This is an optimization exercise on Yosys and OpenROAD, whose aim is small area and a short achievable clock period, not a production implementation.
Function was checked by simulation only, so behaviour that the tests miss may differ from the original.
No driver is modelled on the clock port, so clocking that relies on it looks cheaper here than on a real chip.

==> job 9211: inputs <==
## branch_cluster_top
module branch_cluster_top (
    input   wire logic                      cpu_clock_i,
    input   wire logic                      reset_i,
    input   wire logic                      flush_i,
    input   wire logic [144:0]              op_i,
    input   wire logic                      op_valid_i,
    output  logic                           op_ready_o,
    output  logic [45:0]                    res_o,
    output  logic                           res_valid_o
);
Settings: LEC_CHECK=0, CAP_MARGIN=20, CORE_MARGIN=2, CORE_UTILIZATION=55, SETUP_SLACK_MARGIN=3.95, SLEW_MARGIN=20; clock period 6.5 ns.
standard.sh (not shown) runs the stock make flow with config.mk's settings and CLKGATE_MAP_FILE= SYNTH_SCRIPT=/design/flow/synth_recipe.tcl, a recipe that flattens the netlist after the stock synthesis.
==> flow/flow/run.sh <==
#!/bin/bash
# The standard layout, with a hand-built clock tree in place of TritonCTS's
# (see mycts.tcl): ORFS's CTS step sources mycts.tcl first. TritonCTS is then
# pointed at a net with no clock sinks (res_valid_o), so it leaves the tree
# as built; the rest of the CTS step (placement legalization, timing repair)
# runs as usual.
set -euo pipefail
here=$(pwd)
export PRE_CTS_TCL=$here/flow/mycts.tcl
export CTS_ARGS="-clk_nets res_valid_o -dont_use_dummy_load"
bash standard.sh > $here/standard.log 2>&1
Other scripts of this flow, unchanged in this note and not shown: flow/flow/mycts.tcl
==> job 3288 (differences from job 9211) <==
--- a/flow/design.v
+++ b/flow/design.v
@@ -40,10 +40,11 @@
         rob_id_t  rob_id;
         preg_t    dest;
     } lkp_op_t;
     typedef struct packed {
         pc_word_t pc;
+        pc_word_t link;                 
         logic [15:0] tt_lo;
         logic     tt_c16;               
         logic [15:0] tt_hi;             
         logic     taken;
         logic     jump;
@@ -66,19 +67,21 @@
 `default_nettype none
 module btb_table (
     input   wire logic                      cpu_clock_i,
     input   wire logic                      reset_i,
     input   wire logic [31:0]               lookup_set_i,    
+    input   wire logic [31:0]               lookup_set_1_i,  
     input   wire branch_pkg::pc_word_t      lookup_vpc_i,
     input   wire branch_pkg::word_t         lookup_tp_i,     
     input   wire branch_pkg::word_t         lookup_tg_i,     
     output  logic [1:0]                     rd_valid_o,
     output  logic [1:0]                     rd_jump_o,
     output  logic [3:0]                     rd_cntr_o,       
-    output  logic [3:0]                     rd_tag_eq_o,     
-    output  logic [7:0]                     rd_tgt_eq_o,     
+    output  logic [17:0]                    rd_tag_eq_o,     
+    output  logic [31:0]                    rd_tgt_eq_o,     
     input   wire branch_pkg::btb_update_t   upd_i,
+    input   wire logic [63:0]               upd_we_i,        
     input   wire logic [4:0]                repl_idx_i,
     output  logic                           repl_o,
     output  logic                           busy_o
 );
     localparam int SETS  = 32;
@@ -95,35 +98,43 @@
     for (genvar w = 0; w < 2; w++) begin : g_rd
         logic [TAG_W-1:0]     r_tag;
         branch_pkg::pc_word_t r_target;
         logic                 r_t;
         logic [1:0]           r_c;
+        logic [SETS-1:0]      sel;
+        assign sel = (w == 0) ? lookup_set_i : lookup_set_1_i;
         always_comb begin
             r_tag    = '0;
             r_target = '0;
             r_t      = 1'b0;
             r_c      = '0;
             for (int s = 0; s < SETS; s++) begin
-                r_tag    = r_tag    | ({TAG_W{lookup_set_i[s]}} & tag_q[s][w]);
-                r_target = r_target | ({30{lookup_set_i[s]}} & target_q[s][w]);
-                r_t      = r_t      | (lookup_set_i[s] & t_q[s][w]);
-                r_c      = r_c      | ({2{lookup_set_i[s]}} & c_q[s][w]);
+                r_tag    = r_tag    | ({TAG_W{sel[s]}} & tag_q[s][w]);
+                r_target = r_target | ({30{sel[s]}} & target_q[s][w]);
+                r_t      = r_t      | (sel[s] & t_q[s][w]);
+                r_c      = r_c      | ({2{sel[s]}} & c_q[s][w]);
             end
         end
         assign rd_valid_o[w]       = !r_t || r_c[0];
         assign rd_jump_o[w]        = r_t;
         assign rd_cntr_o[2*w +: 2] = r_c;
-        assign rd_tag_eq_o[2*w]    = (r_tag[12:0] == lookup_vpc_i[17:5]);
-        assign rd_tag_eq_o[2*w+1]  = (r_tag[24:13] == lookup_vpc_i[29:18]);
+        for (genvar q = 0; q < 9; q++) begin : g_tq
+            localparam int LO = 3 * q;
+            localparam int HI = (q == 8) ? 24 : 3 * q + 2;
+            assign rd_tag_eq_o[9*w+q] = (r_tag[HI:LO] == lookup_vpc_i[HI+5:LO+5]);
+        end
         logic [31:0] r_c32;
         logic [31:0] need_c;
         logic [31:0] miss;
         assign r_c32  = {r_target, 2'b00};
-        assign need_c = {lookup_tg_i[30:0] | (lookup_tp_i[30:0] & ~r_c32[30:0]), 1'b0};
+        for (genvar i = 1; i < 32; i++) begin : g_nc
+            assign need_c[i] = r_c32[i-1] ? lookup_tg_i[i-1] : (lookup_tg_i[i-1] | lookup_tp_i[i-1]);
+        end
+        assign need_c[0] = 1'b0;
         assign miss   = lookup_tp_i ^ r_c32 ^ need_c;
-        for (genvar q = 0; q < 4; q++) begin : g_q
-            assign rd_tgt_eq_o[4*w+q] = ~|miss[8*q +: 8];
+        for (genvar q = 0; q < 16; q++) begin : g_q
+            assign rd_tgt_eq_o[16*w+q] = ~|miss[2*q +: 2];
         end
     end
     always_comb begin
         repl_o = 1'b0;
         for (int s = 0; s < SETS; s++) begin
@@ -133,15 +144,15 @@
     assign wr_idx = upd_i.vpc[4:0];
     assign wr_tag = upd_i.vpc[29:5];
     assign wr_way = upd_i.way;
     for (genvar s = 0; s < SETS; s++) begin : g_set
         logic set_we;
-        assign set_we = upd_i.valid && (wr_idx == 5'(s));
+        assign set_we = upd_we_i[2*s] || upd_we_i[2*s+1];
         for (genvar w = 0; w < 2; w++) begin : g_way
             logic we;
             logic st_en;
-            assign we    = set_we && (wr_way == w[0]);
+            assign we    = upd_we_i[2*s+w];
             assign st_en = we || reset_i;
             always_ff @(posedge cpu_clock_i) begin
                 if (we) begin
                     tag_q[s][w]    <= wr_tag;
                     target_q[s][w] <= upd_i.target;
@@ -170,17 +181,19 @@
     input   wire branch_pkg::branch_op_t    op_i,
     input   wire logic                      op_valid_i,
     input   wire logic                      btb_busy_i,
     output  branch_pkg::lkp_op_t            lkp_op_o,
     output  logic [31:0]                    lkp_set_o,      
+    output  logic [31:0]                    lkp_set_1_o,    
     output  logic                           issue_valid_o
 );
     branch_pkg::lkp_op_t ex;
     branch_pkg::word_t   base;
     logic                lkp_valid_q;
     logic                hold_valid_q;
     logic                accept;
+    logic [4:0]          set_idx;
     logic                read_fire;
     function automatic logic gt8(input logic [7:0] a, input logic [7:0] b);
         logic [7:0] g;
         logic [7:0] e;
         g = a & ~b;
@@ -236,12 +249,20 @@
             hold_valid_q <= read_fire;
         end
     end
     always_ff @(posedge cpu_clock_i) begin
         if (!btb_busy_i) begin
-            lkp_op_o  <= ex;
-            lkp_set_o <= 32'd1 << op_i.pc[4:0];
+            lkp_op_o <= ex;
+        end
+    end
+    assign set_idx = btb_busy_i ? lkp_op_o.pc[4:0] : op_i.pc[4:0];
+    always_ff @(posedge cpu_clock_i) begin
+        lkp_set_o <= 32'd1 << set_idx;
+    end
+    for (genvar s = 0; s < 32; s++) begin : g_set_1
+        always_ff @(posedge cpu_clock_i) begin
+            lkp_set_1_o[s] <= (set_idx == 5'(s));
         end
     end
     assign issue_valid_o = hold_valid_q;
 endmodule
 `default_nettype wire
@@ -253,27 +274,28 @@
     input   wire logic                      flush_i,
     input   wire branch_pkg::lkp_op_t       lkp_op_i,
     input   wire logic [1:0]                rd_valid_i,
     input   wire logic [1:0]                rd_jump_i,
     input   wire logic [3:0]                rd_cntr_i,
-    input   wire logic [3:0]                rd_tag_eq_i,
-    input   wire logic [7:0]                rd_tgt_eq_i,
+    input   wire logic [17:0]               rd_tag_eq_i,
+    input   wire logic [31:0]               rd_tgt_eq_i,
     input   wire logic                      valid_i,
     output  logic [4:0]                     repl_idx_o,
     input   wire logic                      repl_i,
     output  branch_pkg::resolve_t           res_o,
     output  logic                           res_valid_o,
     output  logic                           ready_o,
-    output  branch_pkg::btb_update_t        upd_o
+    output  branch_pkg::btb_update_t        upd_o,
+    output  logic [63:0]                    upd_we_o         
 );
     branch_pkg::hold_op_t hold_d;
     branch_pkg::hold_op_t hold_q;
     logic [1:0]           hold_valid_q;
     logic [1:0]           hold_jump_q;
     logic [3:0]           hold_cntr_q;
-    logic [3:0]           hold_tag_eq_q;
-    logic [7:0]           hold_tgt_eq_q;
+    logic [17:0]          hold_tag_eq_q;
+    logic [31:0]          hold_tgt_eq_q;
     logic [1:0]           hold_match;
     branch_pkg::word_t    res_result_q;
     logic                 res_wb_q;
     branch_pkg::preg_t    res_dest_q;
     branch_pkg::rob_id_t  res_rob_id_q;
@@ -345,10 +367,11 @@
         endcase
     end
     assign {hold_d.tt_c16, hold_d.tt_lo} = ks16(lkp_op_i.tp[15:0], lkp_op_i.tg[15:0]);
     assign hold_d.tt_hi  = 16'(ks16(lkp_op_i.tp[31:16], lkp_op_i.tg[31:16]));
     assign hold_d.pc     = lkp_op_i.pc;
+    assign hold_d.link   = lkp_op_i.pc + 30'd1;
     assign hold_d.taken  = lkp_op_i.jump || (cond_true && !lkp_op_i.upper);
     assign hold_d.jump   = lkp_op_i.jump;
     assign hold_d.upper  = lkp_op_i.upper;
     assign hold_d.wb     = lkp_op_i.wb;
     assign hold_d.rob_id = lkp_op_i.rob_id;
@@ -360,13 +383,13 @@
         hold_cntr_q   <= rd_cntr_i;
         hold_tag_eq_q <= rd_tag_eq_i;
         hold_tgt_eq_q <= rd_tgt_eq_i;
     end
     for (genvar w = 0; w < 2; w++) begin : g_ok
-        assign hold_match[w] = hold_valid_q[w] && (&hold_tag_eq_q[2*w +: 2]);
+        assign hold_match[w] = hold_valid_q[w] && (&hold_tag_eq_q[9*w +: 9]);
         assign ok[w] = (hold_jump_q[w] == hold_q.jump)
-                    && (!hold_q.taken || (&hold_tgt_eq_q[4*w +: 4]))
+                    && (!hold_q.taken || (&hold_tgt_eq_q[16*w +: 16]))
                     && (hold_q.jump || (hold_cntr_q[2*w+1] == hold_q.taken));
     end
     always_comb begin
         if (hold_match[1]) begin
             excp = !ok[1];
@@ -404,19 +427,21 @@
     assign fire = valid_i && !flush_i;
     always_ff @(posedge cpu_clock_i) begin
         if (reset_i) begin
             res_valid_o <= 1'b0;
             upd_valid_q <= 1'b0;
+            upd_we_o    <= '0;
             ready_o     <= 1'b1;
         end else begin
             res_valid_o <= fire;
             upd_valid_q <= fire && !hold_q.upper;
+            upd_we_o    <= (fire && !hold_q.upper) ? (64'd1 << {hold_q.pc[4:0], way_next}) : '0;
             ready_o     <= !(fire && !hold_q.upper);
         end
     end
     always_ff @(posedge cpu_clock_i) begin
-        res_result_q <= hold_q.upper ? tt : {hold_q.pc + 30'd1, 2'b00};
+        res_result_q <= hold_q.upper ? tt : {hold_q.link, 2'b00};
         res_wb_q     <= hold_q.wb;
         res_dest_q   <= hold_q.dest;
         res_rob_id_q <= hold_q.rob_id;
         res_excp_q   <= excp && !hold_q.upper;
         upd_vpc_q    <= hold_q.pc;
@@ -452,15 +477,17 @@
     output  branch_pkg::resolve_t           res_o,
     output  logic                           res_valid_o
 );
     branch_pkg::lkp_op_t       lkp_op;
     logic [31:0]               lkp_set;
+    logic [31:0]               lkp_set_1;
+    logic [63:0]               upd_we;
     logic [1:0]                rd_valid;
     logic [1:0]                rd_jump;
     logic [3:0]                rd_cntr;
-    logic [3:0]                rd_tag_eq;
-    logic [7:0]                rd_tgt_eq;
+    logic [17:0]               rd_tag_eq;
+    logic [31:0]               rd_tgt_eq;
     logic                      issue_valid;
     branch_pkg::btb_update_t   upd;
     logic [4:0]                repl_idx;
     logic                      repl;
     logic                      btb_busy;
@@ -471,25 +498,28 @@
         .op_i          (op_i),
         .op_valid_i    (op_valid_i),
         .btb_busy_i    (btb_busy),
         .lkp_op_o      (lkp_op),
         .lkp_set_o     (lkp_set),
+        .lkp_set_1_o   (lkp_set_1),
         .issue_valid_o (issue_valid)
     );
     btb_table u_btb (
         .cpu_clock_i  (cpu_clock_i),
         .reset_i      (reset_i),
         .lookup_set_i (lkp_set),
+        .lookup_set_1_i (lkp_set_1),
         .lookup_vpc_i (lkp_op.pc),
         .lookup_tp_i  (lkp_op.tp),
         .lookup_tg_i  (lkp_op.tg),
         .rd_valid_o   (rd_valid),
         .rd_jump_o    (rd_jump),
         .rd_cntr_o    (rd_cntr),
         .rd_tag_eq_o  (rd_tag_eq),
         .rd_tgt_eq_o  (rd_tgt_eq),
         .upd_i        (upd),
+        .upd_we_i     (upd_we),
         .repl_idx_i   (repl_idx),
         .repl_o       (repl),
         .busy_o       (btb_busy)
     );
     branch_unit u_branch (
@@ -506,11 +536,12 @@
         .repl_idx_o  (repl_idx),
         .repl_i      (repl),
         .res_o       (res_o),
         .res_valid_o (res_valid_o),
         .ready_o     (op_ready_o),
-        .upd_o       (upd)
+        .upd_o       (upd),
+        .upd_we_o    (upd_we)
     );
 endmodule
 `default_nettype wire
 `timescale 1ns/10ps
 `default_nettype none
==> flow/flow/run.sh (replaced) <==
#!/bin/bash
# The standard layout, with three changes:
# - a hand-built clock tree in place of TritonCTS's (see mycts.tcl): ORFS's
#   CTS step sources mycts.tcl first. TritonCTS is then pointed at a net with
#   no clock sinks (res_valid_o), so it leaves the tree as built; the rest of
#   the CTS step (placement legalization, timing repair) runs as usual.
# - the port buffers are buf_2 (timing repair resizes them where needed).
# - after CTS's timing repair, post_cts.tcl runs the setup repair once more.
set -euo pipefail
here=$(pwd)
export PRE_CTS_TCL=$here/flow/mycts.tcl
export CTS_ARGS="-clk_nets res_valid_o -dont_use_dummy_load"
export BUFFER_PORTS_ARGS="-buffer_cell sky130_fd_sc_hd__buf_2"
export POST_CTS_TCL=$here/flow/post_cts.tcl
bash standard.sh > $here/standard.log 2>&1
==> flow/flow/post_cts.tcl (new file) <==
# A second round of setup repair after ORFS's own, then legalize again
log_cmd estimate_parasitics -placement
repair_timing_helper -setup
set result [catch { detailed_placement } msg]
if { $result != 0 } {
  error "Detailed placement failed after the second repair: $msg"
}
check_placement -verbose
--- a/flow/config.mk
+++ b/flow/config.mk
@@ -5,8 +5,8 @@
 export SDC_FILE = /design/flow/constraint.sdc
 export NUM_CORES = 4
 export LEC_CHECK = 0
 export CAP_MARGIN = 20
 export CORE_MARGIN = 2
-export CORE_UTILIZATION = 55
-export SETUP_SLACK_MARGIN = 3.95
+export CORE_UTILIZATION = 60
+export SETUP_SLACK_MARGIN = 4.05
 export SLEW_MARGIN = 20
==> impl_metrics.env <==
export IMPL_antenna_found_initial=47
export IMPL_fin_cells=12450
export IMPL_sh_seq_area_pct=69.9
export IMPL_dpl_worst_slack_ps=2480
export IMPL_antenna_cells=70
export IMPL_clkPwrFrac_pct=28.3
export IMPL_inv_count=51
export IMPL_layout_min_cycle_time_ps=3010
export IMPL_hold_slack_ps=334
export IMPL_yosysSeqAreaShare_pct=80.8
export IMPL_chipHeight_um=526
export IMPL_critical_path_required_ps=7130
export IMPL_maxSlewHeadroom_pct=21.3
export IMPL_status="complete, no violations"
export IMPL_wl_met2_um=280000
export IMPL_setup_ws_ps=3490
export IMPL_grt_util_met2_pct=65.8
export IMPL_grt_max_degree=79
(the above is from job 9211)
==> impl_metrics.env <==
export IMPL_sh_seq_area_pct=73.3
export IMPL_dpl_worst_slack_ps=2360
export IMPL_p_total_mw=48.9
export IMPL_placed_area_um2=159000
export IMPL_antenna_cells=36
export IMPL_antenna_found_initial=59
export IMPL_wl_per_cell_um=50.6
export IMPL_inv_count=61
export IMPL_synth_top_family_by_area="compound AO/OA/AOI/OAI gates"
export IMPL_hold_slack_ps=319
export IMPL_clk_latency_ps=700
export IMPL_setup_ws_ps=3940
export IMPL_fin_cells=12311
export IMPL_maxSlewHeadroom_pct=14.1
export IMPL_yosysSeqAreaShare_pct=81.4
export IMPL_critical_path_required_ps=5200
export IMPL_cp_depth=1
export IMPL_status="complete, no violations"
export IMPL_grt_max_degree=65
export IMPL_chipHeight_um=508
export IMPL_wl_met2_um=268000
export IMPL_largest_class="sequential cells"
(the above is from job 3288)

afterwards: timing with drivers on the ports:
The results above use ideal ports. As a check the final layouts listed here were re-extracted and re-timed, cells and wires unchanged.
Step 1 (the two cells are an assumption about what drives the block):
set clk [get_ports {cpu_clock_i}]
set_driving_cell -lib_cell sky130_fd_sc_hd__clkbuf_16 $clk
set_driving_cell -lib_cell sky130_fd_sc_hd__buf_2 [delete_from_list [all_inputs] $clk]
Step 2 adds t to the input delays and takes it off the output delays; t is the mean of the earliest and latest rising clock arrival at the registers after step 1. Input paths then give back, and output paths get back, about the clock's delay inside the block.
Three values: ideal ports, drivers, drivers and shift; two values: the first two.
run | t (ns) | setup slack, ns | hold slack, ns
job 9211 | 0.889 | 3.486 / 3.486 / 3.235 | 0.334 / 0.334 / 0.334
job 3288 | 0.895 | 3.936 / 3.694 / 3.363 | 0.319 / 0.320 / 0.320
After both steps every run listed still meets setup and hold. The setup slack of job 3288, which loses most, moves by -0.242 ns with the drivers and by -0.573 ns with both steps.
